What follows belongs to an exercise in optimizing a design on an open flow for small area, a short achievable clock period and few clock cycles; a production flow would make more cautious choices. In this exercise RTL edits were held to simulation tests only and were not proved equivalent to the original. Power is estimated from default activity; no workload was simulated.

### flow/run.sh
#!/bin/bash
# synth_recipe.tcl (not shown) runs the flow's synth.tcl, then flattens the netlist and writes it again
# the make line also repeats each setting of config.mk as NAME=value (left out here)
make -C /OpenROAD-flow-scripts/flow DESIGN_CONFIG=/design/flow/config.mk WORK_HOME=/design/flow/orfs CLKGATE_MAP_FILE= SYNTH_SCRIPT=/design/flow/synth_recipe.tcl finish
### flow/constraint.sdc
create_clock -name core_clock -period 5.0 [get_ports {clk}]
set_input_delay 1.0000 -clock core_clock [delete_from_list [all_inputs] [get_ports {clk}]]
set_output_delay 1.0000 -clock core_clock [all_outputs]
set_load 0.01 [all_outputs]
### flow/config.mk
export PLATFORM = sky130hd
export DESIGN_NAME = llc_core
export DESIGN_NICKNAME = llc_core
export VERILOG_FILES = /design/flow/design.v
export SDC_FILE = /design/flow/constraint.sdc
export NUM_CORES = 4
export LEC_CHECK = 0
export CAP_MARGIN = 20
export CORE_MARGIN = 2
export CORE_UTILIZATION = 45
export SLEW_MARGIN = 20
### flow/design.v
`timescale 1ns/1ps
`default_nettype none
package llc_pkg;
    localparam int LLC_SETS     = 16;
    localparam int LLC_WAYS     = 4;
    localparam int LLC_SET_BITS = 4;
    localparam int LLC_WAY_BITS = 2;
    localparam int LLC_TAG_BITS = 8;
    localparam int LINE_BITS    = 32;
    localparam int ADDR_BITS    = 12;
    typedef logic [ADDR_BITS-1:0]    line_addr_t;
    typedef logic [LLC_SET_BITS-1:0] llc_set_t;
    typedef logic [LLC_TAG_BITS-1:0] llc_tag_t;
    typedef logic [LLC_WAY_BITS-1:0] llc_way_t;
    typedef logic [LINE_BITS-1:0]    line_t;
    typedef logic [0:0] req_op_t;
    localparam req_op_t OP_READ  = 1'b0;
    localparam req_op_t OP_WRITE = 1'b1;
    typedef enum logic [1:0] {
        INVALID,
        VALID,
        DIRTY
    } llc_state_t;
    typedef enum logic [2:0] {
        DECODE,
        READ_MEM,
        LOOKUP,
        PROCESS,
        UPDATE
    } llc_core_state_t;
endpackage
`default_nettype wire
`timescale 1ns/1ps
`default_nettype none
module llc_core (
    input  wire logic       clk,
    input  wire logic       rst,
    input  wire logic       req_valid_i,
    output logic            req_ready_o,
    input  wire llc_pkg::req_op_t    req_op_i,
    input  wire llc_pkg::line_addr_t req_addr_i,
    input  wire llc_pkg::line_t      req_line_i,
    input  wire logic       dma_req_valid_i,
    output logic            dma_req_ready_o,
    input  wire llc_pkg::req_op_t    dma_req_op_i,
    input  wire llc_pkg::line_addr_t dma_req_addr_i,
    input  wire llc_pkg::line_t      dma_req_line_i,
    input  wire logic       mem_rsp_valid_i,
    output logic            mem_rsp_ready_o,
    input  wire llc_pkg::line_t      mem_rsp_line_i,
    output logic            rsp_valid_o,
    input  wire logic       rsp_ready_i,
    output llc_pkg::line_addr_t      rsp_addr_o,
    output llc_pkg::line_t           rsp_line_o,
    output logic            dma_rsp_valid_o,
    input  wire logic       dma_rsp_ready_i,
    output llc_pkg::line_addr_t      dma_rsp_addr_o,
    output llc_pkg::line_t           dma_rsp_line_o,
    output logic            mem_req_valid_o,
    input  wire logic       mem_req_ready_i,
    output llc_pkg::req_op_t         mem_req_op_o,
    output llc_pkg::line_addr_t      mem_req_addr_o,
    output llc_pkg::line_t           mem_req_line_o
);
    localparam int NW = llc_pkg::LLC_WAYS;
    localparam int NS = llc_pkg::LLC_SETS;
    localparam int NE = NW * NS;
    localparam int TB = llc_pkg::LLC_TAG_BITS;
    localparam int LB = llc_pkg::LINE_BITS;
    localparam int AB = llc_pkg::ADDR_BITS;
    localparam int RQ  = 8;    
    localparam int FQ  = 4;    
    localparam int MQ  = 3;    
    localparam int FQB = 2;
    logic [NE-1:0][TB-1:0] tag_mem;
    logic [NE-1:0][LB-1:0] line_mem;
    logic [NE-1:0]         st_vld;
    logic [NE-1:0]         st_dty;
    logic [NS-1:0][1:0]    ptr;
    logic          r_vld;
    logic          r_dma;
    logic          r_op;
    logic [AB-1:0] r_addr;
    logic [LB-1:0] r_line;
    logic [NS-1:0]         set_oh;
    logic [NW-1:0]         w_vld, w_dty;
    logic [NW-1:0][TB-1:0] w_tag;
    logic [1:0]            s_ptr;
    logic [RQ-1:0]          rq_v;
    logic [RQ-1:0]          rq_rdy;
    logic [RQ-1:0]          rq_dma;
    logic [RQ-1:0][AB-1:0]  rq_addr;
    logic [RQ-1:0][LB-1:0]  rq_line;
    logic [RQ-1:0][FQB-1:0] rq_wait;
    logic                   o_coh, o_dma;    
    logic [FQ-1:0]          fq_vld;
    logic [FQ-1:0]          fq_cancel;
    logic [FQ-1:0][5:0]     fq_ent;
    logic [FQB-1:0]         fq_head, fq_tail;
    logic [MQ-1:0]          mq_v;
    logic [MQ-1:0]          mq_op;
    logic [MQ-1:0][AB-1:0]  mq_addr;
    logic [MQ-1:0][LB-1:0]  mq_line;
    logic rq_deq, mq_deq, fill_go, fq_ne;
    assign rsp_valid_o     = o_coh;
    assign dma_rsp_valid_o = o_dma;
    assign rsp_addr_o      = rq_addr[0];
    assign dma_rsp_addr_o  = rq_addr[0];
    assign rsp_line_o      = rq_line[0];
    assign dma_rsp_line_o  = rq_line[0];
    assign rq_deq = (o_coh & rsp_ready_i) | (o_dma & dma_rsp_ready_i);
    assign mem_req_valid_o = mq_v[0];
    assign mem_req_op_o    = mq_op[0];
    assign mem_req_addr_o  = mq_addr[0];
    assign mem_req_line_o  = mq_line[0];
    assign mq_deq = mq_v[0] & mem_req_ready_i;
    assign fq_ne = |fq_vld;
    logic rq_ok, mq_ok, fq_ok, go;
    assign rq_ok = ~rq_v[RQ-1] | rq_deq;
    assign mq_ok = ~mq_v[MQ-2] | (~mq_v[MQ-1] & mem_req_ready_i);
    assign fq_ok = r_op | ~&fq_vld | (mem_rsp_valid_i & fq_ne);
    assign go = r_vld & rq_ok & mq_ok & fq_ok;
    assign fill_go = mem_rsp_valid_i & fq_ne & ~(go & r_op);
    assign mem_rsp_ready_o = fq_ne & ~(go & r_op);
    logic          take;
    logic [3:0]    in_set;
    logic [NS-1:0] in_oh;
    assign req_ready_o     = ~r_vld | go;
    assign dma_req_ready_o = (~r_vld | go) & ~req_valid_i;
    assign take   = (~r_vld | go) & (req_valid_i | dma_req_valid_i);
    assign in_set = req_valid_i ? req_addr_i[3:0] : dma_req_addr_i[3:0];
    always_comb for (int k = 0; k < NS; k++) in_oh[k] = (in_set == 4'(k));
    logic [NW-1:0]         in_vld, in_dty;
    logic [NW-1:0][TB-1:0] in_tag;
    logic [1:0]            in_ptr;
    always_comb begin
        in_vld = '0;
        in_dty = '0;
        in_tag = '0;
        in_ptr = '0;
        for (int k = 0; k < NS; k++) begin
            for (int w = 0; w < NW; w++) begin
                in_vld[w] = in_vld[w] | (st_vld[{2'(w), 4'(k)}] & in_oh[k]);
                in_dty[w] = in_dty[w] | (st_dty[{2'(w), 4'(k)}] & in_oh[k]);
                in_tag[w] = in_tag[w] | (tag_mem[{2'(w), 4'(k)}] & {TB{in_oh[k]}});
            end
            in_ptr = in_ptr | (ptr[k] & {2{in_oh[k]}});
        end
    end
    logic [3:0]    set;
    logic [TB-1:0] tag;
    logic [NW-1:0] w_hit, w_inv1, w_vic, w_sel;
    logic          hit, any_inv, vdirty;
    logic          twe, bump;
    logic fwd;
    assign fwd = (set == in_set);
    always_ff @(posedge clk or negedge rst) begin
        if (!rst) begin
            r_vld <= 1'b0;
            r_dma <= 1'b0;
            r_op  <= 1'b0;
        end else begin
            if (take) begin
                r_vld <= 1'b1;
                r_dma <= ~req_valid_i;
                r_op  <= req_valid_i ? req_op_i : dma_req_op_i;
            end else if (go) begin
                r_vld <= 1'b0;
            end
        end
    end
    always_ff @(posedge clk) begin
        if (take) begin
            r_addr <= req_valid_i ? req_addr_i : dma_req_addr_i;
            r_line <= req_valid_i ? req_line_i : dma_req_line_i;
            set_oh <= in_oh;
            for (int w = 0; w < NW; w++) begin
                if (fwd && twe && w_sel[w]) begin
                    w_vld[w] <= 1'b1;
                    w_dty[w] <= r_op;
                    w_tag[w] <= tag;
                end else begin
                    w_vld[w] <= in_vld[w];
                    w_dty[w] <= in_dty[w];
                    w_tag[w] <= in_tag[w];
                end
            end
            s_ptr <= (fwd && bump) ? s_ptr + 2'd1 : in_ptr;
        end
    end
    assign set = r_addr[3:0];
    assign tag = r_addr[AB-1:4];
    logic [NW-1:0][LB-1:0] w_line;
    logic [TB-1:0] vtag;
    logic [LB-1:0] rd_line;
    always_comb begin
        for (int w = 0; w < NW; w++) begin
            w_line[w] = '0;
            for (int k = 0; k < NS; k++) begin
                w_line[w] = w_line[w] | (line_mem[{2'(w), 4'(k)}] & {LB{set_oh[k]}});
            end
            w_hit[w]  = w_vld[w] & (w_tag[w] == tag);
        end
        hit = |w_hit;
        any_inv = ~&w_vld;
        w_inv1[0] = ~w_vld[0];
        w_inv1[1] =  w_vld[0] & ~w_vld[1];
        w_inv1[2] = &w_vld[1:0] & ~w_vld[2];
        w_inv1[3] = &w_vld[2:0] & ~w_vld[3];
        for (int w = 0; w < NW; w++) begin
            w_vic[w] = any_inv ? w_inv1[w] : (s_ptr == 2'(w));
        end
        if (hit) begin
            w_sel[0] = w_hit[0];
            w_sel[1] = ~w_hit[0] & w_hit[1];
            w_sel[2] = ~|w_hit[1:0] & w_hit[2];
            w_sel[3] = ~|w_hit[2:0] & w_hit[3];
        end else begin
            w_sel = w_vic;
        end
        vdirty = ~hit & |(w_vic & w_dty);
        vtag = '0;
        rd_line = '0;
        for (int w = 0; w < NW; w++) begin
            if (w_vic[w]) vtag = vtag | w_tag[w];
            if (w_sel[w]) rd_line = rd_line | w_line[w];
        end
    end
    logic [NW-1:0][FQ-1:0] wf_ent, wf_match;
    logic [FQ-1:0]  f_ent, f_match;
    logic           pend, pend_now;
    logic [FQB-1:0] pend_id;
    always_comb begin
        for (int w = 0; w < NW; w++) begin
            for (int i = 0; i < FQ; i++) begin
                wf_ent[w][i]   = (fq_ent[i] == {2'(w), set});
                wf_match[w][i] = wf_ent[w][i] & fq_vld[i] & ~fq_cancel[i];
            end
        end
        f_ent = '0;
        f_match = '0;
        for (int w = 0; w < NW; w++) begin
            if (w_sel[w]) begin
                f_ent   = f_ent   | wf_ent[w];
                f_match = f_match | wf_match[w];
            end
        end
        pend = 1'b0;
        pend_id = '0;
        for (int i = 0; i < FQ; i++) begin
            if (f_match[i] && !(fill_go && FQB'(i) == fq_head)) begin
                pend = 1'b1;
                pend_id = FQB'(i);
            end
        end
        pend_now = fill_go & f_match[fq_head];
    end
    logic wr_req, rd_miss;
    assign wr_req  = go & r_op;
    assign rd_miss = go & ~hit & ~r_op;
    assign twe     = go & (r_op | ~hit);
    assign bump    = go & ~hit & ~any_inv;
    logic [5:0]    fent;
    logic [NE-1:0] fill_oh;
    logic [LB-1:0] dline;
    logic          fwe;
    assign fent  = fq_ent[fq_head];
    assign fwe   = fill_go & ~fq_cancel[fq_head];
    assign dline = wr_req ? r_line : mem_rsp_line_i;
    always_comb for (int e = 0; e < NE; e++) fill_oh[e] = (fent == 6'(e));
    always_ff @(posedge clk) begin
        for (int w = 0; w < NW; w++) begin
            for (int k = 0; k < NS; k++) begin
                if ((wr_req && w_sel[w] && set_oh[k]) || (fwe && fill_oh[{2'(w), 4'(k)}]))
                    line_mem[{2'(w), 4'(k)}] <= dline;
                if (go && !hit && w_sel[w] && set_oh[k])
                    tag_mem[{2'(w), 4'(k)}] <= tag;
            end
        end
    end
    always_ff @(posedge clk or negedge rst) begin
        if (!rst) begin
            st_vld <= '0;
            st_dty <= '0;
            ptr <= '0;
        end else begin
            for (int w = 0; w < NW; w++) begin
                for (int k = 0; k < NS; k++) begin
                    if (twe && w_sel[w] && set_oh[k]) begin
                        st_vld[{2'(w), 4'(k)}] <= 1'b1;
                        st_dty[{2'(w), 4'(k)}] <= r_op;
                    end
                end
            end
            for (int k = 0; k < NS; k++) begin
                if (bump && set_oh[k]) ptr[k] <= s_ptr + 2'd1;
            end
        end
    end
    always_ff @(posedge clk or negedge rst) begin
        if (!rst) begin
            fq_head <= '0;
            fq_tail <= '0;
            fq_cancel <= '0;
            fq_vld <= '0;
        end else begin
            if (twe) begin
                for (int i = 0; i < FQ; i++) begin
                    if (f_ent[i]) fq_cancel[i] <= 1'b1;
                end
            end
            if (fill_go) begin
                fq_vld[fq_head] <= 1'b0;
                fq_head <= fq_head + 1'b1;
            end
            if (rd_miss) begin
                fq_cancel[fq_tail] <= 1'b0;
                fq_vld[fq_tail] <= 1'b1;
                fq_tail <= fq_tail + 1'b1;
            end
        end
    end
    always_ff @(posedge clk) begin
        if (rd_miss) fq_ent[fq_tail] <= {w_sel[3] | w_sel[2], w_sel[3] | w_sel[1], set};
    end
    logic           mq_wb, mq_rd;
    logic [MQ-1:0]  mq_at, mq_wb_at, mq_rd_at;
    assign mq_wb = go & vdirty;
    assign mq_rd = rd_miss;
    always_comb begin
        for (int i = 0; i < MQ; i++) begin
            if (mq_deq) mq_at[i] = mq_v[i] & ((i == MQ - 1) ? 1'b1 : ~mq_v[(i + 1) % MQ]);
            else        mq_at[i] = ~mq_v[i] & ((i == 0) ? 1'b1 : mq_v[(i + MQ - 1) % MQ]);
        end
        for (int i = 0; i < MQ; i++) begin
            mq_wb_at[i] = mq_wb & mq_at[i];
            mq_rd_at[i] = mq_rd & (mq_wb ? ((i == 0) ? 1'b0 : mq_at[(i + MQ - 1) % MQ]) : mq_at[i]);
        end
    end
    always_ff @(posedge clk or negedge rst) begin
        if (!rst) begin
            mq_v <= '0;
        end else begin
            for (int i = 0; i < MQ; i++) begin
                mq_v[i] <= (mq_deq ? ((i == MQ - 1) ? 1'b0 : mq_v[(i + 1) % MQ]) : mq_v[i])
                           | mq_wb_at[i] | mq_rd_at[i];
            end
        end
    end
    always_ff @(posedge clk) begin
        for (int i = 0; i < MQ; i++) begin
            if (mq_wb_at[i]) begin
                mq_op[i]   <= 1'b1;
                mq_addr[i] <= {vtag, set};
                mq_line[i] <= rd_line;
            end else if (mq_rd_at[i]) begin
                mq_op[i]   <= 1'b0;
                mq_addr[i] <= r_addr;
            end else if (mq_deq && i != MQ - 1) begin
                mq_op[i]   <= mq_op[(i + 1) % MQ];
                mq_addr[i] <= mq_addr[(i + 1) % MQ];
                mq_line[i] <= mq_line[(i + 1) % MQ];
            end
        end
    end
    logic [LB-1:0]  enq_line;
    logic           enq_rdy;
    logic [FQB-1:0] enq_wait;
    assign enq_line = r_op ? r_line : (pend_now ? mem_rsp_line_i : rd_line);
    assign enq_rdy  = r_op | (hit & ~pend);
    assign enq_wait = hit ? pend_id : fq_tail;
    logic [RQ-1:0] rq_at, rq_fill;
    always_comb begin
        for (int i = 0; i < RQ; i++) begin
            if (rq_deq) rq_at[i] = go & rq_v[i] & ((i == RQ - 1) ? 1'b1 : ~rq_v[(i + 1) % RQ]);
            else        rq_at[i] = go & ~rq_v[i] & ((i == 0) ? 1'b1 : rq_v[(i + RQ - 1) % RQ]);
            rq_fill[i] = fill_go & rq_v[i] & ~rq_rdy[i] & (rq_wait[i] == fq_head);
        end
    end
    logic [RQ-1:0]          n_rdy;
    logic [RQ-1:0][LB-1:0]  n_line;
    always_comb begin
        for (int i = 0; i < RQ; i++) begin
            n_rdy[i]  = rq_rdy[i] | rq_fill[i];
            n_line[i] = rq_fill[i] ? mem_rsp_line_i : rq_line[i];
        end
    end
    logic [RQ-1:0] s_v, s_rdy, s_dma;
    always_comb begin
        for (int i = 0; i < RQ; i++) begin
            if (rq_at[i]) begin
                s_v[i]   = 1'b1;
                s_rdy[i] = enq_rdy;
                s_dma[i] = r_dma;
            end else if (rq_deq) begin
                s_v[i]   = (i == RQ - 1) ? 1'b0 : rq_v[(i + 1) % RQ];
                s_rdy[i] = n_rdy[(i + 1) % RQ];
                s_dma[i] = rq_dma[(i + 1) % RQ];
            end else begin
                s_v[i]   = rq_v[i];
                s_rdy[i] = n_rdy[i];
                s_dma[i] = rq_dma[i];
            end
        end
    end
    always_ff @(posedge clk or negedge rst) begin
        if (!rst) begin
            rq_v  <= '0;
            o_coh <= 1'b0;
            o_dma <= 1'b0;
        end else begin
            rq_v  <= s_v;
            o_coh <= s_v[0] & s_rdy[0] & ~s_dma[0];
            o_dma <= s_v[0] & s_rdy[0] &  s_dma[0];
        end
    end
    always_ff @(posedge clk) begin
        rq_rdy <= s_rdy;
        rq_dma <= s_dma;
        for (int i = 0; i < RQ; i++) begin
            if (rq_at[i]) begin
                rq_addr[i] <= r_addr;
                rq_line[i] <= enq_line;
                rq_wait[i] <= enq_wait;
            end else if (rq_deq) begin
                if (i != RQ - 1) begin
                    rq_addr[i] <= rq_addr[(i + 1) % RQ];
                    rq_line[i] <= n_line[(i + 1) % RQ];
                    rq_wait[i] <= rq_wait[(i + 1) % RQ];
                end
            end else if (rq_fill[i]) begin
                rq_line[i] <= mem_rsp_line_i;
            end
        end
    end
endmodule
`default_nettype wire
==> results.sh, run 1 <==
export IMPL_utilization=0.525
export IMPL_arrival_ns=5.41
export IMPL_fp_dieH_um=550
export IMPL_via_per_inst=6.56
export IMPL_synthFlopType="edfxtp_1"
export IMPL_m1WireLength_um=180000
export IMPL_worst_slack_ns=0.194
export IMPL_grt_pass1_wl_um=643000
export IMPL_hp_class="register to register"
export IMPL_wl_per_cell_um=34.5
export IMPL_final_area_um2=156000
export IMPL_crit_path_max_fanout=27
export IMPL_pin_count=269
export IMPL_highest_layer="met5"
export IMPL_routabilityCongestion=0.877
export IMPL_period_needed_ns=4.81
export IMPL_die_area_um2=303000
export IMPL_max_stage_delay_ns=0.70
export IMPL_async_reset_ff_frac=0.0554
export IMPL_layout_drive_gt1_share=0.162
export IMPL_synth_warnings=1
export IMPL_ff_latch_area_um2=98900
export IMPL_synth_avg_cell_area_um2=15.3
export IMPL_outcome="no timing/DRC/antenna violations"
export IMPL_path_class="register to register"
export IMPL_crit_chain="xor2_1, nor4_2, nand4_2, a21oi_1, nand2b_2, buf_12, buf_4, o22ai_1, buf_4, nor3_1, buf_4, inv_1, mux2i_4, a221oi_2"
export IMPL_initial_core_util=0.452
export IMPL_gr_total_overflow=0
export IMPL_root_buffer="clkbuf_16"
export IMPL_fin_crit_sh=0.961
export IMPL_rsz0062_at_grt="no"
export IMPL_syn_area_um2=134000
export IMPL_drt_total_wl_um=461000
export IMPL_fillCellCount=23800
export IMPL_r2r_start="r_addr[11]"
export IMPL_clock_fmax_mhz=208
export IMPL_met2_length_um=207000
export IMPL_place_port_buffers=268
export IMPL_grt_max_degree=110
export IMPL_synth_area_leader_cell="edfxtp_1"
export IMPL_vias=87800
export IMPL_path_buf_inv=5
export IMPL_slew_violations=0
export IMPL_drc=0
export IMPL_syn_num_nets=8951
export IMPL_startpoint="r_addr[11]"
export IMPL_place_area_um2=145000
export IMPL_clkTransAtPathRegs_ns=0.06
export IMPL_fin_total_pwr_mw=101
export IMPL_clkLatencyLatePin_ns=0.91
export IMPL_combPwrFrac=0.329
export IMPL_rows=200
export IMPL_seq_area_frac_synth=0.736
export IMPL_track_usage=0.298
export IMPL_cpLargestDelayFamily="simple AND/OR/NAND/NOR gates"
export IMPL_required_ns=5.60
export IMPL_crit_top_cell="buf_4"
export IMPL_synth_edf_count=3001
export IMPL_nNetsFinal=9290
export IMPL_power_frac_seq=0.421
export IMPL_cts_buffers=347
export IMPL_die_w_um=550
export IMPL_p_leak_nw=51.7
export IMPL_hold_buffers=0
export IMPL_synth_area_leaders="edfxtp_1, a22oi_1, dfrtp_1, dfxtp_1, a22o_1"
export IMPL_drtPass1Iterations=9
export IMPL_core_area_um2=297000
export IMPL_clkPwrFrac=0.251
export IMPL_setup_violations=0
export IMPL_timing_slew_headroom=0.152
export IMPL_clock_path_buffers=4
export IMPL_p_per_area_nw_per_um2=647
export IMPL_fin_skew_ns=0.0541
export IMPL_cts_sinks=3393
export IMPL_post_cts_buffers=0
export IMPL_switching_power_mw=36.7
export IMPL_r2r_slack_ns=0.19
export IMPL_ys_types=69
export IMPL_antenna_found_initial=21
export IMPL_drt_iter0_drc=13100
export IMPL_synth_top_area_frac=0.671
export IMPL_place_ws_ns=0.177
export IMPL_ant_nets=0
export IMPL_cap_violations=0
export IMPL_area_growth_pct=16.2
export IMPL_cts_max_level=5
export IMPL_switching_share=0.363
export IMPL_cts_tree="yes"
export IMPL_synth_cells=8804
export IMPL_dp_hpwl_um=274000
export IMPL_met3_length_um=54700
export IMPL_crit_slowest_cell="nor3_1"
export IMPL_grt_pass1_vias=83800
export IMPL_peakVddDrop_mv=0.480
export IMPL_p_int_mw=64.3
export IMPL_yosys_register_bits=3393
export IMPL_worstMarginPinSlew_ns=1.27
export IMPL_multiInputGateArea_um2=32500
export IMPL_hold_violations=0
export IMPL_post_cts_resized=0
export IMPL_cp_start_kind="register"
export IMPL_critPathCaptureType="register"
export IMPL_worstHoldStart="st_vld[13]"
-- power by group through the flow --
stage	Combinational, mW	Clock, mW	Sequential (mW)
after global routing	34.6	26.6	42.9
after global placement	31.7	0	42.8
after detailed placement	32.3	0	42.9
after CTS	32.4	25.5	42.4
after floorplan	17.8	0	41.8
final	33.2	25.3	42.5
-- cell usage after synthesis (all sizes together) (12+ instances only) --
cell,count
edfxtp,3001
a22oi,772
nor2,584
clkbuf,579
o21ai,478
a221oi,457
a22o,330
nand2,298
buf,230
a21oi,208
mux2,205
dfxtp,204
dfrtp,188
nand3,184
o22ai,144
inv,111
mux2i,109
nand4,102
o22a,98
nand2b,83
and2,75
and3,53
xnor2,44
nor3,40
a21o,37
a31oi,37
xor2,25
ha,17
a222oi,15
a41oi,12
-- layout by cell type, fill, tap and decap left out, types with 40 or more instances in the layout --
| master | instances |
|---|---|
| edfxtp_1 | 3001 |
| a22oi_1 | 770 |
| nor2_1 | 552 |
| o21ai_0 | 399 |
| buf_4 | 396 |
| clkbuf_16 | 359 |
| a22o_1 | 330 |
| a221oi_1 | 307 |
| nand2_1 | 293 |
| clkdlybuf4s50_1 | 266 |
| a21oi_1 | 204 |
| mux2_2 | 204 |
| dfxtp_1 | 204 |
| dfrtp_1 | 187 |
| nand3_1 | 183 |
| a221oi_2 | 150 |
| o22ai_1 | 143 |
| buf_12 | 133 |
| inv_1 | 109 |
| nand4_1 | 101 |
| o22a_1 | 98 |
| clkbuf_1 | 97 |
| nand2b_1 | 81 |
| mux2i_1 | 76 |
| and2_1 | 75 |
| o21ai_4 | 70 |
| clkinv_1 | 69 |
| and3_1 | 53 |
| clkinv_2 | 45 |
| xnor2_1 | 44 |
| nor3_1 | 40 |
-- layout make-up --
cell class / instances / area share
diodes: 6 / 0.0000962
clock buffers: 473 / 0.0614
flip-flops and latches: 3393 / 0.634
repair buffers: 799 / 0.0536
multi-input cells: 4490 / 0.208
well taps: 3939 / 0.0316
clock inverters: 156 / 0.00841
inverters: 112 / 0.00271
-- stage by stage --
step / hold WS [ns] / instances / TNS (ns)
after floorplan: 0.426 / 8804 / -590.08
after global placement: 0.437 / 12700 / 0
after detailed placement: 0.445 / 12700 / 0
after CTS: 0.248 / 13400 / 0
after global routing: 0.468 / 13400 / 0
final: 0.457 / 13400 / 0
-- worst paths after layout --
kind                                to  cells past startpoint
setup reg to reg           rq_line[31]                     14
hold / removal              st_vld[13]                      1
max in group asynchronous   st_dty[31]                      4
min in group asynchronous   st_dty[39]                      2
setup / recovery           rq_line[31]                     14
hold reg to reg             st_vld[13]                      1
-- sequential cells by signal, summed over array words and instances (netlist names), 24 cells and up --
| signal | flops |
|---|---|
| ptr | 32 |
| line_mem | 2048 |
| tag_mem | 512 |
| r_line | 32 |
| w_tag | 32 |
| st_dty | 64 |
| mq_addr | 36 |
| rq_line | 256 |
| mq_line | 96 |
| st_vld | 64 |
| fq_ent | 24 |
| rq_addr | 96 |
-- cells by family after synthesis --
logic type	share of synthesized area
compound gates	0.149
xor+xnor	0.00450
fa+ha+maj	0.00158
buf+inv	0.0302
flops	0.736
mux	0.0293
simple gates	0.0497
-- per-layer routing --
layer / GRT usage / vias to the layer above
met5: 0 / -
met4: 0.110 / 10
met3: 0.0692 / 928
met2: 0.453 / 6068
met1: 0.418 / 45100
li1: - / 35700
Testbench counts, summed over its fixed seeds: cycles 12,877.
==> run 2: changes to the inputs <==
--- a/flow/design.v
+++ b/flow/design.v
@@ -69,7 +69,7 @@
     localparam int LB = llc_pkg::LINE_BITS;
     localparam int AB = llc_pkg::ADDR_BITS;
-    localparam int RQ  = 8;    
+    localparam int RQ  = 9;    
     localparam int FQ  = 4;    
-    localparam int MQ  = 3;    
+    localparam int MQ  = 4;    
     localparam int FQB = 2;
     logic [NE-1:0][TB-1:0] tag_mem;
@@ -84,7 +84,10 @@
     logic [LB-1:0] r_line;
     logic [NS-1:0]         set_oh;
-    logic [NW-1:0]         w_vld, w_dty;
-    logic [NW-1:0][TB-1:0] w_tag;
-    logic [1:0]            s_ptr;
+    logic [NW-1:0]         w_hit;      
+    logic [NW-1:0]         w_vic;      
+    logic                  any_inv;    
+    logic                  v_dty;      
+    logic [TB-1:0]         vtag;       
+    logic [1:0]            s_ptr;      
     logic [RQ-1:0]          rq_v;
     logic [RQ-1:0]          rq_rdy;
@@ -120,13 +123,19 @@
     assign mq_ok = ~mq_v[MQ-2] | (~mq_v[MQ-1] & mem_req_ready_i);
     assign fq_ok = r_op | ~&fq_vld | (mem_rsp_valid_i & fq_ne);
-    assign go = r_vld & rq_ok & mq_ok & fq_ok;
-    assign fill_go = mem_rsp_valid_i & fq_ne & ~(go & r_op);
-    assign mem_rsp_ready_o = fq_ne & ~(go & r_op);
+    logic cons;
+    assign cons = ~rq_v[RQ-1] & ~mq_v[MQ-2] & (r_op | ~&fq_vld);
+    assign go = r_vld & (cons | (~r_op & rq_ok & mq_ok & fq_ok));
+    logic fill_rdy;
+    assign fill_rdy = fq_ne & ~(r_vld & r_op & cons);
+    assign fill_go  = mem_rsp_valid_i & fill_rdy;
+    assign mem_rsp_ready_o = fill_rdy;
     logic          take;
     logic [3:0]    in_set;
     logic [NS-1:0] in_oh;
-    assign req_ready_o     = ~r_vld | go;
-    assign dma_req_ready_o = (~r_vld | go) & ~req_valid_i;
-    assign take   = (~r_vld | go) & (req_valid_i | dma_req_valid_i);
+    logic rdy;
+    assign rdy = ~r_vld | cons;
+    assign req_ready_o     = rdy;
+    assign dma_req_ready_o = rdy & ~req_valid_i;
+    assign take   = rdy & (req_valid_i | dma_req_valid_i);
     assign in_set = req_valid_i ? req_addr_i[3:0] : dma_req_addr_i[3:0];
     always_comb for (int k = 0; k < NS; k++) in_oh[k] = (in_set == 4'(k));
@@ -150,9 +159,41 @@
     logic [3:0]    set;
     logic [TB-1:0] tag;
-    logic [NW-1:0] w_hit, w_inv1, w_vic, w_sel;
-    logic          hit, any_inv, vdirty;
+    logic [NW-1:0] w_sel;
+    logic          hit;
     logic          twe, bump;
-    logic fwd;
-    assign fwd = (set == in_set);
+    assign set = r_addr[3:0];
+    assign tag = r_addr[AB-1:4];
+    logic                  fwd;
+    logic [TB-1:0]         in_tg;
+    logic [NW-1:0]         p_vld, p_dty, p_hit, p_inv1, p_vic;
+    logic [NW-1:0][TB-1:0] p_tag;
+    logic [1:0]            p_ptr;
+    logic                  p_any_inv;
+    assign fwd   = (set == in_set);
+    assign in_tg = req_valid_i ? req_addr_i[AB-1:4] : dma_req_addr_i[AB-1:4];
+    always_comb begin
+        for (int w = 0; w < NW; w++) begin
+            if (fwd && twe && w_sel[w]) begin
+                p_vld[w] = 1'b1;
+                p_dty[w] = r_op;
+                p_tag[w] = tag;
+                p_hit[w] = (tag == in_tg);
+            end else begin
+                p_vld[w] = in_vld[w];
+                p_dty[w] = in_dty[w];
+                p_tag[w] = in_tag[w];
+                p_hit[w] = in_vld[w] & (in_tag[w] == in_tg);
+            end
+        end
+        p_ptr = (fwd && bump) ? s_ptr + 2'd1 : in_ptr;
+        p_any_inv = ~&p_vld;
+        p_inv1[0] = ~p_vld[0];
+        p_inv1[1] =  p_vld[0] & ~p_vld[1];
+        p_inv1[2] = &p_vld[1:0] & ~p_vld[2];
+        p_inv1[3] = &p_vld[2:0] & ~p_vld[3];
+        for (int w = 0; w < NW; w++) begin
+            p_vic[w] = p_any_inv ? p_inv1[w] : (p_ptr == 2'(w));
+        end
+    end
     always_ff @(posedge clk or negedge rst) begin
         if (!rst) begin
@@ -172,26 +213,20 @@
     always_ff @(posedge clk) begin
         if (take) begin
-            r_addr <= req_valid_i ? req_addr_i : dma_req_addr_i;
-            r_line <= req_valid_i ? req_line_i : dma_req_line_i;
-            set_oh <= in_oh;
+            r_addr  <= req_valid_i ? req_addr_i : dma_req_addr_i;
+            r_line  <= req_valid_i ? req_line_i : dma_req_line_i;
+            set_oh  <= in_oh;
+            w_hit   <= p_hit;
+            w_vic   <= p_vic;
+            any_inv <= p_any_inv;
+            v_dty   <= |(p_vic & p_dty);
+            s_ptr   <= p_ptr;
             for (int w = 0; w < NW; w++) begin
-                if (fwd && twe && w_sel[w]) begin
-                    w_vld[w] <= 1'b1;
-                    w_dty[w] <= r_op;
-                    w_tag[w] <= tag;
-                end else begin
-                    w_vld[w] <= in_vld[w];
-                    w_dty[w] <= in_dty[w];
-                    w_tag[w] <= in_tag[w];
-                end
+                if (p_vic[w]) vtag <= p_tag[w];
             end
-            s_ptr <= (fwd && bump) ? s_ptr + 2'd1 : in_ptr;
         end
     end
-    assign set = r_addr[3:0];
-    assign tag = r_addr[AB-1:4];
     logic [NW-1:0][LB-1:0] w_line;
-    logic [TB-1:0] vtag;
-    logic [LB-1:0] rd_line;
+    logic          vdirty;
+    logic [LB-1:0] vline;
     always_comb begin
         for (int w = 0; w < NW; w++) begin
@@ -200,59 +235,48 @@
                 w_line[w] = w_line[w] | (line_mem[{2'(w), 4'(k)}] & {LB{set_oh[k]}});
             end
-            w_hit[w]  = w_vld[w] & (w_tag[w] == tag);
         end
         hit = |w_hit;
-        any_inv = ~&w_vld;
-        w_inv1[0] = ~w_vld[0];
-        w_inv1[1] =  w_vld[0] & ~w_vld[1];
-        w_inv1[2] = &w_vld[1:0] & ~w_vld[2];
-        w_inv1[3] = &w_vld[2:0] & ~w_vld[3];
+        for (int w = 0; w < NW; w++) w_sel[w] = w_hit[w] | (~hit & w_vic[w]);
+        vdirty = ~hit & v_dty;
+        vline = '0;
         for (int w = 0; w < NW; w++) begin
-            w_vic[w] = any_inv ? w_inv1[w] : (s_ptr == 2'(w));
-        end
-        if (hit) begin
-            w_sel[0] = w_hit[0];
-            w_sel[1] = ~w_hit[0] & w_hit[1];
-            w_sel[2] = ~|w_hit[1:0] & w_hit[2];
-            w_sel[3] = ~|w_hit[2:0] & w_hit[3];
-        end else begin
-            w_sel = w_vic;
-        end
-        vdirty = ~hit & |(w_vic & w_dty);
-        vtag = '0;
-        rd_line = '0;
-        for (int w = 0; w < NW; w++) begin
-            if (w_vic[w]) vtag = vtag | w_tag[w];
-            if (w_sel[w]) rd_line = rd_line | w_line[w];
+            if (w_vic[w]) vline = vline | w_line[w];
         end
     end
-    logic [NW-1:0][FQ-1:0] wf_ent, wf_match;
-    logic [FQ-1:0]  f_ent, f_match;
-    logic           pend, pend_now;
+    logic [NW-1:0][FQ-1:0]  wf_ent, wf_match;
+    logic [NW-1:0]          wp, wp_now;
+    logic [NW-1:0][FQB-1:0] wp_id;
+    logic [NW-1:0][LB-1:0]  wh_line;
+    logic [FQ-1:0]  f_ent;
+    logic           pend;
     logic [FQB-1:0] pend_id;
+    logic [LB-1:0]  hit_line;
     always_comb begin
         for (int w = 0; w < NW; w++) begin
+            wp[w] = 1'b0;
+            wp_id[w] = '0;
             for (int i = 0; i < FQ; i++) begin
                 wf_ent[w][i]   = (fq_ent[i] == {2'(w), set});
                 wf_match[w][i] = wf_ent[w][i] & fq_vld[i] & ~fq_cancel[i];
+                if (wf_match[w][i] && !(fill_go && FQB'(i) == fq_head)) begin
+                    wp[w] = 1'b1;
+                    wp_id[w] = FQB'(i);
+                end
             end
+            wp_now[w]  = fill_go & wf_match[w][fq_head];
+            wh_line[w] = wp_now[w] ? mem_rsp_line_i : w_line[w];
         end
         f_ent = '0;
-        f_match = '0;
-        for (int w = 0; w < NW; w++) begin
-            if (w_sel[w]) begin
-                f_ent   = f_ent   | wf_ent[w];
-                f_match = f_match | wf_match[w];
-            end
-        end
         pend = 1'b0;
         pend_id = '0;
-        for (int i = 0; i < FQ; i++) begin
-            if (f_match[i] && !(fill_go && FQB'(i) == fq_head)) begin
-                pend = 1'b1;
-                pend_id = FQB'(i);
+        hit_line = '0;
+        for (int w = 0; w < NW; w++) begin
+            if (w_sel[w]) f_ent = f_ent | wf_ent[w];
+            if (w_hit[w]) begin
+                pend     = pend | wp[w];
+                pend_id  = pend_id | wp_id[w];
+                hit_line = hit_line | wh_line[w];
             end
         end
-        pend_now = fill_go & f_match[fq_head];
     end
     logic wr_req, rd_miss;
@@ -353,5 +377,5 @@
                 mq_op[i]   <= 1'b1;
                 mq_addr[i] <= {vtag, set};
-                mq_line[i] <= rd_line;
+                mq_line[i] <= vline;
             end else if (mq_rd_at[i]) begin
                 mq_op[i]   <= 1'b0;
@@ -367,5 +391,5 @@
     logic           enq_rdy;
     logic [FQB-1:0] enq_wait;
-    assign enq_line = r_op ? r_line : (pend_now ? mem_rsp_line_i : rd_line);
+    assign enq_line = r_op ? r_line : hit_line;
     assign enq_rdy  = r_op | (hit & ~pend);
     assign enq_wait = hit ? pend_id : fq_tail;
--- a/flow/config.mk
+++ b/flow/config.mk
@@ -9,3 +9,4 @@
 export CORE_MARGIN = 2
 export CORE_UTILIZATION = 45
+export SETUP_SLACK_MARGIN = 2.0
 export SLEW_MARGIN = 20
==> results.sh, run 2 <==
export IMPL_cts_sinks=3466
export IMPL_cts_max_level=5
export IMPL_synth_top_cells_by_count="edfxtp_1, nand2_1, a221oi_1"
export IMPL_area_growth_pct=28.4
export IMPL_drtPass1Iterations=7
export IMPL_rows=204
export IMPL_critPathCaptureType="register"
export IMPL_synth_top_family_by_area="compound AO/OA/AOI/OAI gates"
export IMPL_initial_core_util=0.452
export IMPL_path_class="register to register"
export IMPL_pin_count=269
export IMPL_startpoint="r_addr[0]"
export IMPL_synthFlopType="edfxtp_1"
export IMPL_synth_warnings=1
export IMPL_fin_crit_sh=0.759
export IMPL_hold_buffers=0
export IMPL_arrival_ns=4.50
export IMPL_top_register="line_mem"
export IMPL_layout_common_cells="edfxtp_1, buf_4, a22o_1, a221oi_1, nand2_1"
export IMPL_grtUsageMet1=0.468
export IMPL_peakVddDrop_mv=0.413
export IMPL_hold_ws_ns=0.0991
export IMPL_clock_path_buffers=4
export IMPL_gr_total_overflow=0
export IMPL_timing_slew_headroom=0.204
export IMPL_fin_skew_ns=0.0888
export IMPL_place_port_buffers=268
export IMPL_vias=101000
export IMPL_drt_iter0_drc=17100
export IMPL_synth_simple_area_share=0.0544
export IMPL_ant_nets=0
export IMPL_synth_edf_count=3038
export IMPL_cts_buffers=361
export IMPL_outcome="no timing/DRC/antenna violations"
export IMPL_synth_cells=9360
export IMPL_crit_path_max_fanout=7
export IMPL_seq_area_frac_synth=0.723
export IMPL_r2r_start="r_addr[0]"
export IMPL_fillCellCount=23200
export IMPL_worstMarginPinSlew_ns=1.19
export IMPL_dp_hpwl_um=332000
export IMPL_hp_class="primary input to asynchronous set/reset pin"
export IMPL_synth_xor_area_frac=0.00503
export IMPL_routabilityCongestion=0.970
export IMPL_wl_per_cell_um=39.0
export IMPL_clock_fmax_mhz=263
export IMPL_cp_start_kind="register"
export IMPL_antenna_found_initial=41
export IMPL_grtUsageMet2=0.513
export IMPL_synth_compound_area_frac=0.148
export IMPL_yosys_register_bits=3466
export IMPL_ff_latch_area_um2=101000
export IMPL_p_leak_nw=61.1
export IMPL_largest_register_ffs=2048
export IMPL_drt_total_wl_um=586000
export IMPL_setup_violations=0
export IMPL_track_usage=0.343
export IMPL_synth_area_leader_cell="edfxtp_1"
export IMPL_grt_max_degree=69
export IMPL_die_area_um2=314000
export IMPL_syn_num_nets=9502
export IMPL_synth_avg_cell_area_um2=14.9
export IMPL_p_per_area_nw_per_um2=605
export IMPL_die_w_um=560
export IMPL_multiInputGateArea_um2=38800
export IMPL_reg_top3="line_mem: 2048 flops, tag_mem: 512 flops, rq_line: 288 flops"
export IMPL_drc=0
export IMPL_synth_top_area_frac=0.655
export IMPL_period_needed_ns=3.80
export IMPL_final_common_cell="edfxtp_1"
export IMPL_utilization=0.580
export IMPL_fp_dieH_um=560
export IMPL_required_ns=5.71
export IMPL_rsz0062_at_grt="yes"
export IMPL_clkTransAtPathRegs_ns=0.06
export IMPL_slew_violations=0
export IMPL_hold_violations=0
export IMPL_clkLatencyLatePin_ns=1.00
export IMPL_cts_tree="yes"
export IMPL_synthAdderAreaFrac=0.00108
export IMPL_synth_area_leaders="edfxtp_1, a221oi_1, dfxtp_1, a22o_1, dfrtp_1"
export IMPL_root_buffer="clkbuf_16"
export IMPL_ys_types=99
export IMPL_top_usage_layer="met2"
export IMPL_synth_mux_area_frac=0.0368
export IMPL_async_reset_ff_frac=0.0548
export IMPL_core_area_um2=309000
export IMPL_grt_pass1_wl_um=756000
export IMPL_layout_drive_gt1_share=0.270
export IMPL_cap_violations=0
export IMPL_syn_area_um2=139000
export IMPL_yosysMostFrequentCell="edfxtp_1"
export IMPL_grt_pass1_vias=92400
export IMPL_globalRouteMet3Util=0.0966
export IMPL_via_per_inst=6.75
export IMPL_nNetsFinal=10700
run 2: power by group:
part           internal, mW  total [mW]  switching [mW]
Sequential             40.0        42.5            2.55
Clock                  14.8        26.5            11.7
Combinational          14.0        39.2            25.2
run 2: timing repair:
item	in CTS	in global routing
pin swaps	269	213
setup buffers	355	147
gates cloned	57	146
resized for setup	670	494
setup endpoints to repair	5329	2980
run 2: final cells by class:
type / instances / area share
sequential: 3466 / 0.563
inverter: 148 / 0.00317
tap: 4120 / 0.0288
timing repair buffer: 1653 / 0.123
clock inverter: 210 / 0.0104
clock buffer: 451 / 0.0534
antenna: 37 / 0.000518
multi-input combinational: 4915 / 0.217
run 2: final timing paths:
check / end / slack, ns / depth (start not counted)
min in group core_clock: st_vld[13] / 0.45 / 1
max in group asynchronous: fq_head[1] / 3.82 / 2
worst min-delay path: st_dty[6] / 0.1 / 1
worst max register to register: rq_line[8] / 1.20 / 12
worst min register to register: st_vld[13] / 0.45 / 1
worst max-delay path: rq_line[8] / 1.20 / 12
run 2: layer usage:
layer / vias up / share of wire
met1: 51700 / 0.37
met2: 7942 / 0.43
met5: - / 0.00017
met3: 1624 / 0.14
met4: 16 / 0.063
li1: 39900 / -
run 2: cells by family after synthesis:
| logic type | Yosys count |
|---|---|
| AO/OA/AOI/OAI | 2702 |
| XOR/XNOR | 80 |
| adder cells (fa/ha/maj) | 12 |
| buffers and inverters | 987 |
| flip-flops | 3466 |
| multiplexers | 454 |
| AND/OR/NAND/NOR | 1659 |
run 2: critical path: stages, from the launching register on:
cell	delay, ns
edfxtp_1	0.47
buf_6	0.18
xor2_4	0.18
nor4_4	0.38
and3b_2	0.40
a32oi_4	0.22
a211o_4	0.47
mux2_2	0.31
a21oi_1	0.33
a31oi_4	0.21
nor2_1	0.14
a21oi_1	0.06
buf_4	0.20
run 2: stage by stage:
stage	power [mW]	TNS, ns	cells	worst slack, ns	cell area (um^2)
after floorplan	59.4	0	9360	1.28	140000
after global placement	73.6	-0.0300	13600	-0.0300	153000
after detailed placement	74.4	0	13600	0.0793	153000
after CTS	104	0	14700	1.40	172000
after global routing	111	0	15000	1.21	179000
final	108	0	15000	1.20	179000
Testbench counts of run 2, summed over its fixed seeds: cycles 13,089.
==> run 3: changes to the inputs <==
--- a/flow/design.v
+++ b/flow/design.v
@@ -88,5 +88,4 @@
     logic                  any_inv;    
     logic                  v_dty;      
-    logic [TB-1:0]         vtag;       
     logic [1:0]            s_ptr;      
     logic [RQ-1:0]          rq_v;
@@ -106,4 +105,8 @@
     logic [MQ-1:0][LB-1:0]  mq_line;
     logic rq_deq, mq_deq, fill_go, fq_ne;
+    logic wr_req, rd_miss;
+    logic twe_f, bump_f, rdm_f;
+    logic [FQ-1:0]  f_set, f_set_n;    
+    logic [FQB-1:0] fq_head_n;
     assign rsp_valid_o     = o_coh;
     assign dma_rsp_valid_o = o_dma;
@@ -123,21 +126,42 @@
     assign mq_ok = ~mq_v[MQ-2] | (~mq_v[MQ-1] & mem_req_ready_i);
     assign fq_ok = r_op | ~&fq_vld | (mem_rsp_valid_i & fq_ne);
-    logic cons;
-    assign cons = ~rq_v[RQ-1] & ~mq_v[MQ-2] & (r_op | ~&fq_vld);
-    assign go = r_vld & (cons | (~r_op & rq_ok & mq_ok & fq_ok));
-    logic fill_rdy;
-    assign fill_rdy = fq_ne & ~(r_vld & r_op & cons);
+    logic cons, rdy, fill_rdy;
+    logic fill_same;
+    assign fill_same = mem_rsp_valid_i & fill_rdy & f_set[fq_head];
+    assign go = r_vld & (cons | (~r_op & rq_ok & mq_ok & fq_ok & ~fill_same));
     assign fill_go  = mem_rsp_valid_i & fill_rdy;
     assign mem_rsp_ready_o = fill_rdy;
-    logic          take;
+    logic          take, mv;
+    logic          q_vld, q_dma, q_op;
+    logic [AB-1:0] q_addr;
+    logic [LB-1:0] q_line;
     logic [3:0]    in_set;
     logic [NS-1:0] in_oh;
-    logic rdy;
-    assign rdy = ~r_vld | cons;
     assign req_ready_o     = rdy;
     assign dma_req_ready_o = rdy & ~req_valid_i;
     assign take   = rdy & (req_valid_i | dma_req_valid_i);
-    assign in_set = req_valid_i ? req_addr_i[3:0] : dma_req_addr_i[3:0];
-    always_comb for (int k = 0; k < NS; k++) in_oh[k] = (in_set == 4'(k));
+    assign mv     = q_vld & (~r_vld | go);
+    assign in_set = q_addr[3:0];
+    always_ff @(posedge clk or negedge rst) begin
+        if (!rst) begin
+            q_vld <= 1'b0;
+            q_dma <= 1'b0;
+            q_op  <= 1'b0;
+        end else begin
+            q_vld <= take | (q_vld & ~mv);
+            if (take) begin
+                q_dma <= ~req_valid_i;
+                q_op  <= req_valid_i ? req_op_i : dma_req_op_i;
+            end
+        end
+    end
+    always_ff @(posedge clk) begin
+        if (take) begin
+            for (int k = 0; k < NS; k++)
+                in_oh[k] <= ((req_valid_i ? req_addr_i[3:0] : dma_req_addr_i[3:0]) == 4'(k));
+            q_addr <= req_valid_i ? req_addr_i : dma_req_addr_i;
+            q_line <= req_valid_i ? req_line_i : dma_req_line_i;
+        end
+    end
     logic [NW-1:0]         in_vld, in_dty;
     logic [NW-1:0][TB-1:0] in_tag;
@@ -166,32 +190,64 @@
     logic                  fwd;
     logic [TB-1:0]         in_tg;
-    logic [NW-1:0]         p_vld, p_dty, p_hit, p_inv1, p_vic;
-    logic [NW-1:0][TB-1:0] p_tag;
+    logic [NW-1:0]         p_hit, p_vic;
     logic [1:0]            p_ptr;
-    logic                  p_any_inv;
+    logic                  p_any_inv, p_dty1;
     assign fwd   = (set == in_set);
-    assign in_tg = req_valid_i ? req_addr_i[AB-1:4] : dma_req_addr_i[AB-1:4];
+    assign in_tg = q_addr[AB-1:4];
+    logic [NW-1:0]         fsel;       
+    logic                  fbump;      
+    logic [NW:0][NW-1:0]   c_vld, c_inv1, c_vic;
+    logic [NW:0]           c_any_inv, c_dty;
+    logic [NW-1:0]         b_vic;
+    logic [1:0]            b_ptr;
+    logic                  b_dty;
     always_comb begin
+        for (int w = 0; w < NW; w++) fsel[w] = fwd & twe_f & w_sel[w];
+        fbump = fwd & bump_f;
         for (int w = 0; w < NW; w++) begin
-            if (fwd && twe && w_sel[w]) begin
-                p_vld[w] = 1'b1;
-                p_dty[w] = r_op;
-                p_tag[w] = tag;
-                p_hit[w] = (tag == in_tg);
-            end else begin
-                p_vld[w] = in_vld[w];
-                p_dty[w] = in_dty[w];
-                p_tag[w] = in_tag[w];
-                p_hit[w] = in_vld[w] & (in_tag[w] == in_tg);
+            p_hit[w] = fsel[w] ? (tag == in_tg) : (in_vld[w] & (in_tag[w] == in_tg));
+        end
+        for (int j = 0; j <= NW; j++) begin
+            for (int w = 0; w < NW; w++) c_vld[j][w] = in_vld[w] | (j == w);
+            c_any_inv[j] = ~&c_vld[j];
+            c_inv1[j][0] = ~c_vld[j][0];
+            c_inv1[j][1] =  c_vld[j][0] & ~c_vld[j][1];
+            c_inv1[j][2] = &c_vld[j][1:0] & ~c_vld[j][2];
+            c_inv1[j][3] = &c_vld[j][2:0] & ~c_vld[j][3];
+            for (int w = 0; w < NW; w++) begin
+                c_vic[j][w] = c_any_inv[j] ? c_inv1[j][w] : (in_ptr == 2'(w));
+            end
+            c_dty[j] = 1'b0;
+            for (int w = 0; w < NW; w++) begin
+                if (c_vic[j][w]) begin
+                    c_dty[j] = c_dty[j] | ((j == w) ? r_op : in_dty[w]);
+                end
             end
         end
-        p_ptr = (fwd && bump) ? s_ptr + 2'd1 : in_ptr;
-        p_any_inv = ~&p_vld;
-        p_inv1[0] = ~p_vld[0];
-        p_inv1[1] =  p_vld[0] & ~p_vld[1];
-        p_inv1[2] = &p_vld[1:0] & ~p_vld[2];
-        p_inv1[3] = &p_vld[2:0] & ~p_vld[3];
+        b_ptr = s_ptr + 2'd1;
+        for (int w = 0; w < NW; w++) b_vic[w] = (b_ptr == 2'(w));
+        b_dty = 1'b0;
         for (int w = 0; w < NW; w++) begin
-            p_vic[w] = p_any_inv ? p_inv1[w] : (p_ptr == 2'(w));
+            if (b_vic[w]) begin
+                b_dty = b_dty | in_dty[w];
+            end
+        end
+        if (fbump) begin
+            p_vic     = b_vic;
+            p_any_inv = 1'b0;
+            p_dty1    = b_dty;
+            p_ptr     = b_ptr;
+        end else begin
+            p_vic     = (|fsel) ? '0 : c_vic[NW];
+            p_any_inv = ~|fsel & c_any_inv[NW];
+            p_dty1    = ~|fsel & c_dty[NW];
+            for (int j = 0; j < NW; j++) begin
+                if (fsel[j]) begin
+                    p_vic     = p_vic | c_vic[j];
+                    p_any_inv = p_any_inv | c_any_inv[j];
+                    p_dty1    = p_dty1 | c_dty[j];
+                end
+            end
+            p_ptr = in_ptr;
         end
     end
@@ -202,8 +258,8 @@
             r_op  <= 1'b0;
         end else begin
-            if (take) begin
+            if (mv) begin
                 r_vld <= 1'b1;
-                r_dma <= ~req_valid_i;
-                r_op  <= req_valid_i ? req_op_i : dma_req_op_i;
+                r_dma <= q_dma;
+                r_op  <= q_op;
             end else if (go) begin
                 r_vld <= 1'b0;
@@ -211,29 +267,60 @@
         end
     end
+    always_comb begin
+        f_set_n = f_set;
+        if (mv) begin
+            for (int i = 0; i < FQ; i++) begin
+                if (rdm_f && fq_tail == FQB'(i)) f_set_n[i] = fwd;
+                else                               f_set_n[i] = (fq_ent[i][3:0] == in_set);
+            end
+        end
+    end
+    always_ff @(posedge clk) f_set <= f_set_n;
     always_ff @(posedge clk) begin
-        if (take) begin
-            r_addr  <= req_valid_i ? req_addr_i : dma_req_addr_i;
-            r_line  <= req_valid_i ? req_line_i : dma_req_line_i;
+        if (mv) begin
+            r_addr  <= q_addr;
+            r_line  <= q_line;
             set_oh  <= in_oh;
             w_hit   <= p_hit;
             w_vic   <= p_vic;
             any_inv <= p_any_inv;
-            v_dty   <= |(p_vic & p_dty);
+            v_dty   <= p_dty1;
             s_ptr   <= p_ptr;
-            for (int w = 0; w < NW; w++) begin
-                if (p_vic[w]) vtag <= p_tag[w];
-            end
         end
     end
-    logic [NW-1:0][LB-1:0] w_line;
-    logic          vdirty;
-    logic [LB-1:0] vline;
+    logic [NW-1:0][LB-1:0] w_line, in_line;
+    logic [NW-1:0]         ld_exec, ld_fill, hd_fill;
     always_comb begin
         for (int w = 0; w < NW; w++) begin
-            w_line[w] = '0;
+            in_line[w] = '0;
             for (int k = 0; k < NS; k++) begin
-                w_line[w] = w_line[w] | (line_mem[{2'(w), 4'(k)}] & {LB{set_oh[k]}});
+                in_line[w] = in_line[w] | (line_mem[{2'(w), 4'(k)}] & {LB{in_oh[k]}});
             end
+            ld_exec[w] = fwd & r_vld & r_op & w_sel[w];
+            ld_fill[w] = fwe & (fent[3:0] == in_set) & (fent[5:4] == 2'(w));
+            hd_fill[w] = fwe & f_set[fq_head] & (fent[5:4] == 2'(w));
         end
+    end
+    always_ff @(posedge clk) begin
+        for (int w = 0; w < NW; w++) begin
+            if (mv) begin
+                if (ld_exec[w])      w_line[w] <= r_line;
+                else if (ld_fill[w]) w_line[w] <= mem_rsp_line_i;
+                else                 w_line[w] <= in_line[w];
+            end else if (hd_fill[w]) begin
+                w_line[w] <= mem_rsp_line_i;
+            end
+        end
+    end
+    logic [TB-1:0] vtag;
+    always_comb begin
+        vtag = '0;
+        for (int w = 0; w < NW; w++)
+            for (int k = 0; k < NS; k++)
+                vtag = vtag | (tag_mem[{2'(w), 4'(k)}] & {TB{w_vic[w] & set_oh[k]}});
+    end
+    logic          vdirty;
+    logic [LB-1:0] vline;
+    always_comb begin
         hit = |w_hit;
         for (int w = 0; w < NW; w++) w_sel[w] = w_hit[w] | (~hit & w_vic[w]);
@@ -245,7 +332,6 @@
     end
     logic [NW-1:0][FQ-1:0]  wf_ent, wf_match;
-    logic [NW-1:0]          wp, wp_now;
+    logic [NW-1:0]          wp;
     logic [NW-1:0][FQB-1:0] wp_id;
-    logic [NW-1:0][LB-1:0]  wh_line;
     logic [FQ-1:0]  f_ent;
     logic           pend;
@@ -257,13 +343,11 @@
             wp_id[w] = '0;
             for (int i = 0; i < FQ; i++) begin
-                wf_ent[w][i]   = (fq_ent[i] == {2'(w), set});
+                wf_ent[w][i]   = f_set[i] & (fq_ent[i][5:4] == 2'(w));
                 wf_match[w][i] = wf_ent[w][i] & fq_vld[i] & ~fq_cancel[i];
-                if (wf_match[w][i] && !(fill_go && FQB'(i) == fq_head)) begin
+                if (wf_match[w][i]) begin
                     wp[w] = 1'b1;
                     wp_id[w] = FQB'(i);
                 end
             end
-            wp_now[w]  = fill_go & wf_match[w][fq_head];
-            wh_line[w] = wp_now[w] ? mem_rsp_line_i : w_line[w];
         end
         f_ent = '0;
@@ -276,18 +360,20 @@
                 pend     = pend | wp[w];
                 pend_id  = pend_id | wp_id[w];
-                hit_line = hit_line | wh_line[w];
+                hit_line = hit_line | w_line[w];
             end
         end
     end
-    logic wr_req, rd_miss;
     assign wr_req  = go & r_op;
     assign rd_miss = go & ~hit & ~r_op;
     assign twe     = go & (r_op | ~hit);
+    assign twe_f   = r_vld & (r_op | ~hit);
+    assign bump_f  = r_vld & ~hit & ~any_inv;
+    assign rdm_f   = r_vld & ~hit & ~r_op;
     assign bump    = go & ~hit & ~any_inv;
-    logic [5:0]    fent;
+    logic [5:0]    fent, h_ent;
     logic [NE-1:0] fill_oh;
     logic [LB-1:0] dline;
     logic          fwe;
-    assign fent  = fq_ent[fq_head];
+    assign fent  = h_ent;
     assign fwe   = fill_go & ~fq_cancel[fq_head];
     assign dline = wr_req ? r_line : mem_rsp_line_i;
@@ -322,4 +408,11 @@
         end
     end
+    logic [FQ-1:0] fq_vld_n;
+    assign fq_head_n = fill_go ? fq_head + 1'b1 : fq_head;
+    always_comb begin
+        fq_vld_n = fq_vld;
+        if (fill_go) fq_vld_n[fq_head] = 1'b0;
+        if (rd_miss) fq_vld_n[fq_tail] = 1'b1;
+    end
     always_ff @(posedge clk or negedge rst) begin
         if (!rst) begin
@@ -329,4 +422,5 @@
             fq_vld <= '0;
         end else begin
+            fq_vld <= fq_vld_n;
             if (twe) begin
                 for (int i = 0; i < FQ; i++) begin
@@ -334,11 +428,7 @@
                 end
             end
-            if (fill_go) begin
-                fq_vld[fq_head] <= 1'b0;
-                fq_head <= fq_head + 1'b1;
-            end
+            if (fill_go) fq_head <= fq_head + 1'b1;
             if (rd_miss) begin
                 fq_cancel[fq_tail] <= 1'b0;
-                fq_vld[fq_tail] <= 1'b1;
                 fq_tail <= fq_tail + 1'b1;
             end
@@ -347,4 +437,6 @@
     always_ff @(posedge clk) begin
         if (rd_miss) fq_ent[fq_tail] <= {w_sel[3] | w_sel[2], w_sel[3] | w_sel[1], set};
+        if (rd_miss && fq_tail == fq_head_n) h_ent <= {w_sel[3] | w_sel[2], w_sel[3] | w_sel[1], set};
+        else                                 h_ent <= fq_ent[fq_head_n];
     end
     logic           mq_wb, mq_rd;
@@ -362,12 +454,16 @@
         end
     end
+    logic [MQ-1:0] mq_v_n;
+    always_comb begin
+        for (int i = 0; i < MQ; i++) begin
+            mq_v_n[i] = (mq_deq ? ((i == MQ - 1) ? 1'b0 : mq_v[(i + 1) % MQ]) : mq_v[i])
+                        | mq_wb_at[i] | mq_rd_at[i];
+        end
+    end
     always_ff @(posedge clk or negedge rst) begin
         if (!rst) begin
             mq_v <= '0;
         end else begin
-            for (int i = 0; i < MQ; i++) begin
-                mq_v[i] <= (mq_deq ? ((i == MQ - 1) ? 1'b0 : mq_v[(i + 1) % MQ]) : mq_v[i])
-                           | mq_wb_at[i] | mq_rd_at[i];
-            end
+            mq_v <= mq_v_n;
         end
     end
@@ -428,4 +524,10 @@
         end
     end
+    logic r_vld_n, r_op_n, cons_n;
+    logic q_vld_n;
+    assign q_vld_n = take | (q_vld & ~mv);
+    assign r_vld_n = mv | (r_vld & ~go);
+    assign r_op_n  = mv ? q_op : r_op;
+    assign cons_n  = ~s_v[RQ-1] & ~mq_v_n[MQ-2] & (r_op_n | ~&fq_vld_n);
     always_ff @(posedge clk or negedge rst) begin
         if (!rst) begin
@@ -433,5 +535,11 @@
             o_coh <= 1'b0;
             o_dma <= 1'b0;
+            cons  <= 1'b1;
+            rdy   <= 1'b1;
+            fill_rdy <= 1'b0;
         end else begin
+            cons  <= cons_n;
+            rdy   <= ~q_vld_n | ~r_vld_n | cons_n;
+            fill_rdy <= |fq_vld_n & ~(r_vld_n & cons_n & (r_op_n | f_set_n[fq_head_n]));
             rq_v  <= s_v;
             o_coh <= s_v[0] & s_rdy[0] & ~s_dma[0];
--- a/flow/config.mk
+++ b/flow/config.mk
@@ -9,4 +9,4 @@
 export CORE_MARGIN = 2
 export CORE_UTILIZATION = 45
-export SETUP_SLACK_MARGIN = 2.0
+export SETUP_SLACK_MARGIN = 1.9
 export SLEW_MARGIN = 20
==> results.sh, run 3 <==
export IMPL_outcome="no timing/DRC/antenna violations"
export IMPL_cts_max_level=5
export IMPL_vias=99400
export IMPL_clkLatencyLatePin_ns=0.91
export IMPL_clock_path_buffers=4
export IMPL_clkTransAtPathRegs_ns=0.06
export IMPL_grt_pass1_vias=94800
export IMPL_period_needed_ns=3.28
export IMPL_wl_per_cell_um=34.5
export IMPL_p_per_area_nw_per_um2=670
export IMPL_synth_xor_area_frac=0.00512
export IMPL_yosysMostFrequentCell="edfxtp_1"
export IMPL_hold_buffers=0
export IMPL_r2r_slack_ns=1.72
export IMPL_nNetsFinal=10200
export IMPL_synthFlopType="edfxtp_1"
export IMPL_drc=0
export IMPL_via_per_inst=6.78
export IMPL_cts_sinks=3662
export IMPL_arrival_ns=4.02
export IMPL_synth_top_area_frac=0.657
export IMPL_synth_area_leader_cell="edfxtp_1"
export IMPL_cap_violations=0
export IMPL_synth_avg_cell_area_um2=15.2
export IMPL_drt_total_wl_um=506000
export IMPL_hp_class="primary input to asynchronous set/reset pin"
export IMPL_path_class="register to register"
export IMPL_yosys_register_bits=3662
export IMPL_timing_setup_tns_ns=0
export IMPL_syn_num_nets=9834
export IMPL_peakVddDrop_mv=0.480
export IMPL_clock_fmax_mhz=304
export IMPL_synthAdderAreaFrac=0.00111
export IMPL_grt_max_degree=129
export IMPL_cp_start_kind="register"
export IMPL_pin_count=269
export IMPL_synth_edf_count=3218
export IMPL_synth_compound_area_frac=0.175
export IMPL_routabilityCongestion=1.01
export IMPL_setup_violations=0
export IMPL_startpoint="in_oh[10]"
export IMPL_ys_types=87
export IMPL_initial_core_util=0.453
export IMPL_track_usage=0.295
export IMPL_rsz0062_at_grt="yes"
export IMPL_grt_pass1_wl_um=709000
export IMPL_worst_slack_ns=1.72
export IMPL_top_register="line_mem"
export IMPL_gr_total_overflow=0
export IMPL_r2r_start="in_oh[10]"
export IMPL_seq_area_frac_synth=0.724
export IMPL_antenna_found_initial=21
export IMPL_utilization=0.530
export IMPL_cts_tree="yes"
export IMPL_reg_top3="line_mem: 2048 flops, tag_mem: 512 flops, rq_line: 288 flops"
export IMPL_async_reset_ff_frac=0.0535
export IMPL_syn_area_um2=147000
export IMPL_die_w_um=576
export IMPL_place_ws_ns=0.159
export IMPL_drt_iter0_drc=15600
export IMPL_fp_dieH_um=576
export IMPL_hold_ws_ns=0.131
export IMPL_core_area_um2=325000
export IMPL_crit_path_max_fanout=6
export IMPL_required_ns=5.73
export IMPL_place_port_buffers=268
export IMPL_largest_register_ffs=2048
export IMPL_root_buffer="clkbuf_16"
export IMPL_rows=209
export IMPL_dp_hpwl_um=308000
export IMPL_worstMarginPinSlew_ns=1.16
export IMPL_synth_mux_area_frac=0.0212
export IMPL_layout_drive_gt1_share=0.170
export IMPL_r2r_end="w_hit[0]"
export IMPL_die_area_um2=331000
export IMPL_slew_violations=0
export IMPL_critPathCaptureType="register"
export IMPL_synth_simple_area_share=0.0432
export IMPL_drtPass1Iterations=11
export IMPL_ff2ff_path_depth=11
export IMPL_hold_violations=0
export IMPL_ant_nets=0
export IMPL_fin_crit_sh=0.657
export IMPL_synth_area_leaders="edfxtp_1, a22o_1, a221oi_1, dfxtp_1, dfrtp_1"
export IMPL_timing_slew_headroom=0.227
export IMPL_fin_skew_ns=0.0543
export IMPL_synth_cells=9691
export IMPL_synth_warnings=1
export IMPL_layout_common_cells="edfxtp_1, a22o_1, a221oi_1, buf_4, clkbuf_16"
export IMPL_synth_top_family_by_area="compound AO/OA/AOI/OAI gates"
export IMPL_final_common_cell="edfxtp_1"
export IMPL_p_leak_nw=57.0
export IMPL_cts_buffers=365
export IMPL_synth_top_cells_by_count="edfxtp_1, a22o_1, a221oi_1"
export IMPL_area_growth_pct=17.1
==> run 3: cell families after synthesis <==
family,count (synthesis)
DFF,3662
AOI/OAI and AO/OA,3355
and+or+nand+nor,1269
buffers and inverters,1038
muxes,268
xor gates and xnor gates,86
adders and majority gates,13
==> run 3: layout make-up <==
class	instances	area (um^2)
Fill cell	25900	153000
Multi-Input combinational cell	4995	38000
Tap cell	4325	5410
Sequential cell	3662	107000
Antenna cell	10	25.0
Clock inverter	197	2110
Inverter	92	364
Clock buffer	467	10000
Timing Repair Buffer	902	9840
==> run 3: report_power, final <==
part           internal, mW  total, mW  switching (mW)
logic                  13.0       39.0            26.0
clock network          16.3       28.1            11.8
registers              44.5       48.3            3.75
==> run 3: how the worst max path moves through the flow <==
stage / cells after the start / slack (ns) / endpoint
after floorplan: 4 / 1.47 / w_line[0]
after global routing: 9 / 1.74 / w_line[28]
after CTS: 10 / 1.89 / v_dty
after global placement: 8 / 0.19 / line_mem[78]
final: 11 / 1.72 / w_hit[0]
after detailed placement: 8 / 0.16 / line_mem[214]
==> run 3: metrics by stage <==
step / cells / total power, mW / instance area [um^2]
2_1_floorplan: 9691 / 68.6 / 147000
3_3_place_gp: 13800 / 83.8 / 157000
3_5_place_dp: 13800 / 84.6 / 157000
4_1_cts: 14600 / 114 / 171000
5_1_grt: 14600 / 119 / 172000
6_report: 14700 / 115 / 172000
==> run 3: critical path, cell delays in order (launching register included) <==
cell and delay (ns):
edfxtp_1 0.51, buf_6 0.22, buf_8 0.14, buf_4 0.17, a22o_1 0.22, a221oi_2 0.18, nand4_1 0.22, xnor2_1 0.20
nand4_1 0.57, nor3_4 0.44, nand3_1 0.14, o21ai_0 0.09
==> run 3: timing repair <==
action,4_1_cts,5_1_grt
resized for setup,225,144
endpoints found under the setup margin,5424,2311
pin swaps,32,74
buffers inserted,116,25
cloned,6,10
==> run 3: routing by layer <==
layer	wire length, um	up-vias	GRT usage
met5	305	-	0.00172
met4	18700	22	0.0871
met3	65600	1366	0.0917
met2	231000	7038	0.466
met1	190000	50600	0.390
li1	-	40400	-
Testbench counts of run 3, summed over its fixed seeds: cycles 13,148.

-- separate check: timing with driven ports --
The flow's constraints put no driver on any port. The routed layouts listed below were extracted and timed again, unchanged, in two steps. Step 1 assumes that a clkbuf_16 drives the clock port and a buf_2 every other input. Step 2 moves the port delays by t, midway between the first and last clock arrival at a register: inputs arrive t later, outputs are due t later. That takes back most of the time a late clock gives input paths. a / b / c = ideal / step 1 / step 2; a / b = the first two.
run	t (ns)	slack for setup (ns)	worst setup path after step 2	worst register clock-pin slew, ns
run 1	0.977	0.194 / 0.194 / 0.160	input to register	0.07 / 0.07
run 2	1.059	1.204 / 1.204 / 0.594	input to register	0.07 / 0.07
run 3	0.994	1.715 / 1.715 / 0.979	input to register	0.07 / 0.07
After both steps every run listed still meets setup and hold. The setup slack of run 3, which loses most, moves by 0.000 ns with the drivers and by -0.736 ns with both steps.
